Background: an optimization exercise with open tools, aiming at small area, a short achievable clock period and few clock cycles per item. Do not read the settings as production practice. Function was checked by simulation only, so behaviour that the tests miss may differ from the original. Power and IR drop assume default switching activity.

== job 3337 ==
## dpram_fifo
module dpram_fifo #(
  parameter int VECTOR_LENGTH = 512,
  parameter int WORD_WIDTH    = 8,
  parameter int ADDR_WIDTH    = $clog2(VECTOR_LENGTH),
  parameter int LEVEL_WIDTH   = $clog2(VECTOR_LENGTH + 3)
) (
  input  logic                   clk_i,
  input  logic                   rst_i,
  input  logic                   clear_i,
  input  logic [WORD_WIDTH-1:0]  in_data_i,
  input  logic                   in_valid_i,
  output logic                   in_ready_o,
  output logic [WORD_WIDTH-1:0]  out_data_o,
  output logic                   out_valid_o,
  input  logic                   out_ready_i,
  output logic [LEVEL_WIDTH-1:0] level_o
);
Size: ~6,700 cells after synthesis, ~4,300 flip-flops, ~33 I/O pins, ~150,000 µm² of cells after synthesis.
make LEC_CHECK=0 CAP_MARGIN=20 CORE_MARGIN=2 CORE_UTILIZATION=50 CTS_CLUSTER_DIAMETER=80 CTS_CLUSTER_SIZE=24 SETUP_SLACK_MARGIN=2.2 SLEW_MARGIN=20 SYNTH_HIERARCHICAL=1 SYNTH_MINIMUM_KEEP_SIZE=0 finish   # period 4.5 ns
run.sh (not shown) runs the stock make flow with config.mk's settings and CLKGATE_MAP_FILE= SYNTH_SCRIPT=/design/flow/synth_recipe.tcl, a recipe that flattens the netlist after the stock synthesis.
Testbench counts of job 3337, summed over its fixed seeds: cycles 83,234, items 48,000.
--- input diff job 3337..job 6808 ---
--- a/flow/design.v
+++ b/flow/design.v
@@ -33,22 +33,22 @@
   logic                   not_full_r;    
   logic [WORD_WIDTH-1:0]  in_data_r;     
   logic                   in_we_r;
   logic [WORD_WIDTH-1:0]  mem_r [DEPTH];
   logic [ADDR_WIDTH-1:0]  raddr_r;       
   logic [7:0]             sel_a_r;       
   logic [3:0]             sel_b_r;       
   logic [GSIZE-1:0]       rsel_s;        
   logic                   ram_empty_r;
   logic [1:0]             stage_cnt_r;   
-  logic [WORD_WIDTH-1:0]  part_s [NGRP];   
-  logic [WORD_WIDTH-1:0]  part_r [NGRP];
+  logic [WORD_WIDTH-1:0]  part_n_s [NGRP];   
+  logic [WORD_WIDTH-1:0]  part_n_r [NGRP];
   logic [HIBITS-1:0]      hi_r;
   logic                   v1_r;
   logic [WORD_WIDTH-1:0]  land_s;
   logic [WORD_WIDTH-1:0]  q_r [NQ];
   logic [1:0]             qn_r;
   logic                   qv_r;          
   logic [1:0]             qn_pop_s;
   logic [1:0]             qn_s;
   logic [WORD_WIDTH-1:0]  q_s [NQ];
   assign flush_s    = rst_i || clear_i;
@@ -163,31 +163,31 @@
           .y_o  (l1_s[10])
         );
       end else begin : g_l1_part
         assign l1_s[10] = !((rsel_s[30] && d_s[30]) || (rsel_s[31] && d_s[31]));
       end
       dpram_fifo_nand4 u_l2_a (.a_i(l1_s[0]), .b_i(l1_s[1]), .c_i(l1_s[2]), .d_i(l1_s[3]),
                                .y_o(l2_s[0]));
       dpram_fifo_nand4 u_l2_b (.a_i(l1_s[4]), .b_i(l1_s[5]), .c_i(l1_s[6]), .d_i(l1_s[7]),
                                .y_o(l2_s[1]));
       dpram_fifo_nand3 u_l2_c (.a_i(l1_s[8]), .b_i(l1_s[9]), .c_i(l1_s[10]), .y_o(l2_s[2]));
-      dpram_fifo_or3 u_l3 (.a_i(l2_s[0]), .b_i(l2_s[1]), .c_i(l2_s[2]), .y_o(part_s[g][b]));
+      dpram_fifo_nor3 u_l3 (.a_i(l2_s[0]), .b_i(l2_s[1]), .c_i(l2_s[2]), .y_o(part_n_s[g][b]));
     end
   end
   always_ff @(posedge clk_i) begin
     for (int g = 0; g < NGRP; g++) begin
-      part_r[g] <= part_s[g];
+      part_n_r[g] <= part_n_s[g];
     end
     hi_r <= raddr_r[ADDR_WIDTH-1:LOBITS];
     v1_r <= issue_s && !flush_s;
   end
-  assign land_s   = part_r[hi_r];
+  assign land_s   = ~part_n_r[hi_r];
   assign qn_pop_s = qn_r - 2'(pop_s);
   assign qn_s     = qn_pop_s + 2'(v1_r);
   for (genvar i = 0; i < NQ; i++) begin : g_q
     logic [1:0] sel_s;
     assign sel_s[1] = !(2'(i) < qn_pop_s);
     assign sel_s[0] = pop_s;
     dpram_fifo_qmux #(.W(WORD_WIDTH)) u_qmux (
       .sel_i  (sel_s),
       .hold_i (q_r[i]),
       .next_i (q_r[(i + 1) % NQ]),
@@ -261,16 +261,16 @@
   output logic y_o
 );
   assign y_o = !((a1_i && a2_i) || (b1_i && b2_i));
 endmodule
 module dpram_fifo_nand3 (
   input  logic a_i, b_i, c_i,
   output logic y_o
 );
   assign y_o = !(a_i && b_i && c_i);
 endmodule
-module dpram_fifo_or3 (
+module dpram_fifo_nor3 (
   input  logic a_i, b_i, c_i,
   output logic y_o
 );
-  assign y_o = a_i || b_i || c_i;
-endmodule
+  assign y_o = !(a_i || b_i || c_i);
+endmodule
## What came out
The number of nets in the finished design reported for job 6808 is smaller than that of job 3337 by about 0.35%.
Compared with job 3337, in job 6808 height of the die essentially unchanged; number of fill cells in the layout saw an increase; average wire per cell in the routed design fell by 0.33 µm; total placed instance area increased by about 0.4% relative to the old numbers; final critical-path share of the clock period rose by 0.64 points.
Status: summed instance area of the synthesized netlist parity (job 6808, job 3337)
Job 3337 → job 6808: slew at the pin closest to its max-slew limit now sits higher, number of global-route vias before repair was more or less identical, worst slew margin relative to its limit has decreased, total power consumption of the routed design flat.
Between job 6808 and job 3337, count of clock-buffer cells in the layout is lower for job 3337, job 6808 comes in above that.
Compared with job 3337, in job 6808 total vias in the final route fell about 0.7%; starting density of the core about even.
Testbench counts of job 6808, summed over its fixed seeds: cycles 83,234, items 48,000.


Setup of run a:
dpram_fifo, a different RTL version from the one above (not shown whole).
Size: about 6800 cells after synthesis, ~4300 flip-flops, roughly 150000 um^2 of cells after synthesis.
clock: 4.5 ns
lec_check: 0
cap_margin: 20
core_margin: 2
core_utilization: 50
cts_cluster_diameter: 80
cts_cluster_size: 24
setup_slack_margin: 2.2
slew_margin: 20
synth_hierarchical: 1
synth_minimum_keep_size: 0
standard.sh (not shown) runs the stock make flow with config.mk's settings and CLKGATE_MAP_FILE= SYNTH_SCRIPT=/design/flow/synth_recipe.tcl, a recipe that flattens the netlist after the stock synthesis.
==> flow/flow/run.sh <==
#!/bin/bash
# Layout flow: the standard ORFS flow, with two changes:
#  - ports are buffered with buf_4 instead of the default (a delay-cell
#    buffer), so hold fixing inserts its own delay cells and the
#    rst_i/clear_i -> in_ready_o path stays fast;
#  - clock tree synthesis is run without dummy loads.
# Each tool's full output goes to its own log in the run folder (ORFS also
# keeps its per-step logs under orfs/logs/).
set -euo pipefail
export BUFFER_PORTS_ARGS="-buffer_cell sky130_fd_sc_hd__buf_4"
export CTS_ARGS="-sink_clustering_enable -repair_clock_nets -dont_use_dummy_load -sink_clustering_size 24 -sink_clustering_max_diameter 80"
bash standard.sh synth > flow_synth.log 2>&1
bash standard.sh finish > flow_layout.log 2>&1
Having completed the whole flow, run a delivered a layout that passed the timing, design-rule and antenna checks.
Testbench counts of run a, summed over its fixed seeds: cycles 83,234, items 48,000.
diff inputs: run a => run b
diff --git a/flow/design.v b/flow/design.v
--- a/flow/design.v
+++ b/flow/design.v
@@ -26,25 +26,27 @@
   logic                   pop_s;
   logic                   issue_s;
   logic [LEVEL_WIDTH-1:0] level_r;
   logic [LEVEL_WIDTH-1:0] level_inc_s;
   logic [LEVEL_WIDTH-1:0] level_dec_s;
   logic [LEVEL_WIDTH-1:0] level_s;
   logic                   full_r;
   logic                   not_full_r;    
   logic [WORD_WIDTH-1:0]  in_data_r;     
   logic                   in_we_r;
   logic [WORD_WIDTH-1:0]  mem_r [DEPTH];
   logic [ADDR_WIDTH-1:0]  raddr_r;       
-  logic [GSIZE-1:0]       rsel_r;        
+  logic [7:0]             sel_a_r;       
+  logic [3:0]             sel_b_r;       
+  logic [GSIZE-1:0]       rsel_s;        
   logic                   ram_empty_r;
   logic [1:0]             stage_cnt_r;   
   logic [WORD_WIDTH-1:0]  part_s [NGRP];   
   logic [WORD_WIDTH-1:0]  part_r [NGRP];
   logic [HIBITS-1:0]      hi_r;
   logic                   v1_r;
   logic [WORD_WIDTH-1:0]  land_s;
   logic [WORD_WIDTH-1:0]  q_r [NQ];
   logic [1:0]             qn_r;
   logic                   qv_r;          
   logic [1:0]             qn_pop_s;
   logic [1:0]             qn_s;
@@ -94,71 +96,83 @@
   always_ff @(posedge clk_i) begin
     if (in_we_r) begin
       mem_r[0] <= in_data_r;
       for (int i = 1; i < DEPTH; i++) begin
         mem_r[i] <= mem_r[i-1];
       end
     end
   end
   assign issue_s = !ram_empty_r && (stage_cnt_r != 2'(NQ));
   always_ff @(posedge clk_i) begin
     if (flush_s) begin
       raddr_r     <= '1;
-      rsel_r      <= GSIZE'(1) << (GSIZE - 1);
+      sel_a_r     <= 8'h80;
+      sel_b_r     <= 4'h8;
       ram_empty_r <= 1'b1;
       stage_cnt_r <= '0;
     end else begin
       raddr_r     <= raddr_r + ADDR_WIDTH'(in_we_r) - ADDR_WIDTH'(issue_s);
       if (in_we_r && !issue_s) begin
-        rsel_r <= {rsel_r[GSIZE-2:0], rsel_r[GSIZE-1]};
+        sel_a_r <= {sel_a_r[6:0], sel_a_r[7]};
+        if (sel_a_r[7]) begin
+          sel_b_r <= {sel_b_r[2:0], sel_b_r[3]};
+        end
       end else if (!in_we_r && issue_s) begin
-        rsel_r <= {rsel_r[0], rsel_r[GSIZE-1:1]};
+        sel_a_r <= {sel_a_r[0], sel_a_r[7:1]};
+        if (sel_a_r[0]) begin
+          sel_b_r <= {sel_b_r[0], sel_b_r[3:1]};
+        end
       end
       ram_empty_r <= in_we_r ? 1'b0 : (ram_empty_r || (issue_s && raddr_r == '0));
       stage_cnt_r <= stage_cnt_r + 2'(issue_s) - 2'(pop_s);
+    end
+  end
+  always_comb begin
+    for (int k = 0; k < GSIZE; k++) begin
+      rsel_s[k] = sel_a_r[k % 8] && sel_b_r[k / 8];
     end
   end
   for (genvar g = 0; g < NGRP; g++) begin : g_grp
     for (genvar b = 0; b < WORD_WIDTH; b++) begin : g_bit
       logic [10:0] l1_s;
       logic [2:0]  l2_s;
       logic [31:0] d_s;
       for (genvar k = 0; k < 32; k++) begin : g_d
         if (g*GSIZE+k < DEPTH) begin : g_word
           assign d_s[k] = mem_r[g*GSIZE+k][b];
         end else begin : g_none
           assign d_s[k] = 1'b0;
         end
       end
       for (genvar t = 0; t < 10; t++) begin : g_l1
         if (g*GSIZE+3*t+2 < DEPTH) begin : g_full
           dpram_fifo_aoi222 u_aoi (
-            .a1_i (rsel_r[3*t]),   .a2_i (d_s[3*t]),
-            .b1_i (rsel_r[3*t+1]), .b2_i (d_s[3*t+1]),
-            .c1_i (rsel_r[3*t+2]), .c2_i (d_s[3*t+2]),
+            .a1_i (rsel_s[3*t]),   .a2_i (d_s[3*t]),
+            .b1_i (rsel_s[3*t+1]), .b2_i (d_s[3*t+1]),
+            .c1_i (rsel_s[3*t+2]), .c2_i (d_s[3*t+2]),
             .y_o  (l1_s[t])
           );
         end else begin : g_part
-          assign l1_s[t] = !((rsel_r[3*t] && d_s[3*t]) || (rsel_r[3*t+1] && d_s[3*t+1]) ||
-                             (rsel_r[3*t+2] && d_s[3*t+2]));
+          assign l1_s[t] = !((rsel_s[3*t] && d_s[3*t]) || (rsel_s[3*t+1] && d_s[3*t+1]) ||
+                             (rsel_s[3*t+2] && d_s[3*t+2]));
         end
       end
       if (g*GSIZE+31 < DEPTH) begin : g_l1_full
         dpram_fifo_aoi22 u_aoi_last (
-          .a1_i (rsel_r[30]), .a2_i (d_s[30]),
-          .b1_i (rsel_r[31]), .b2_i (d_s[31]),
+          .a1_i (rsel_s[30]), .a2_i (d_s[30]),
+          .b1_i (rsel_s[31]), .b2_i (d_s[31]),
           .y_o  (l1_s[10])
         );
       end else begin : g_l1_part
-        assign l1_s[10] = !((rsel_r[30] && d_s[30]) || (rsel_r[31] && d_s[31]));
+        assign l1_s[10] = !((rsel_s[30] && d_s[30]) || (rsel_s[31] && d_s[31]));
       end
       dpram_fifo_nand4 u_l2_a (.a_i(l1_s[0]), .b_i(l1_s[1]), .c_i(l1_s[2]), .d_i(l1_s[3]),
                                .y_o(l2_s[0]));
       dpram_fifo_nand4 u_l2_b (.a_i(l1_s[4]), .b_i(l1_s[5]), .c_i(l1_s[6]), .d_i(l1_s[7]),
                                .y_o(l2_s[1]));
       dpram_fifo_nand3 u_l2_c (.a_i(l1_s[8]), .b_i(l1_s[9]), .c_i(l1_s[10]), .y_o(l2_s[2]));
       dpram_fifo_or3 u_l3 (.a_i(l2_s[0]), .b_i(l2_s[1]), .c_i(l2_s[2]), .y_o(part_s[g][b]));
     end
   end
   always_ff @(posedge clk_i) begin
     for (int g = 0; g < NGRP; g++) begin
       part_r[g] <= part_s[g];
Results
- Min number of antenna diodes across run a and run b: run b
- Going from run a to run b, first-pass GRT wire length grows by about 3.7%.
- Run b against run a; routed wire length is up by a few percent.
- Run a reports its worst setup path startpoint as q_r[0][6] while run b reports sel_b_r[0].
- Compared with run a, run b shows a higher data required time at the worst endpoint.
- When run b is set beside run a, its number of standard cells in the final layout excluding fillers turns out to be 90 larger.
- Library cell contributing the largest single delay on the critical path = a222oi_1: run b; library cell contributing the largest single delay on the critical path = dfxtp_4: run a
- Across both runs, design area was higher for run b than for run a.
Testbench counts of run b, summed over its fixed seeds: cycles 83,234, items 48,000.

==> port drivers added, routing unchanged <==
Ports are ideal in the flow. The routed layouts listed here were re-timed in OpenROAD.
Step 1: set_driving_cell puts a clkbuf_16 on clk_i and a buf_2 on each other input, an assumption about the parent block.
Step 2 adds t to the input delays and takes it off the output delays; t is the mean of the earliest and latest rising clock arrival at the registers after step 1. Input paths then give back, and output paths get back, about the clock's delay inside the block.
Three values: ideal, step 1, step 2; two values: the first two.
run | shift t [ns] | setup WS [ns] | worst register clock-pin slew, ns | worst slew at a driven data input, ns
job 3337 | 1.002 | 2.096 / 2.000 / 1.287 | 0.10 / 0.10 | 0.05
job 6808 | 1.006 | 2.067 / 1.972 / 1.428 | 0.10 / 0.10 | 0.05
run a | 0.966 | 2.094 / 2.003 / 1.447 | 0.10 / 0.10 | 0.06
run b | 0.968 | 2.092 / 2.052 / 1.445 | 0.10 / 0.10 | 0.07
After both steps every run listed still meets setup and hold. For job 3337, which loses most, drivers alone change the setup slack by -0.096 ns; drivers and shift together by -0.809 ns.
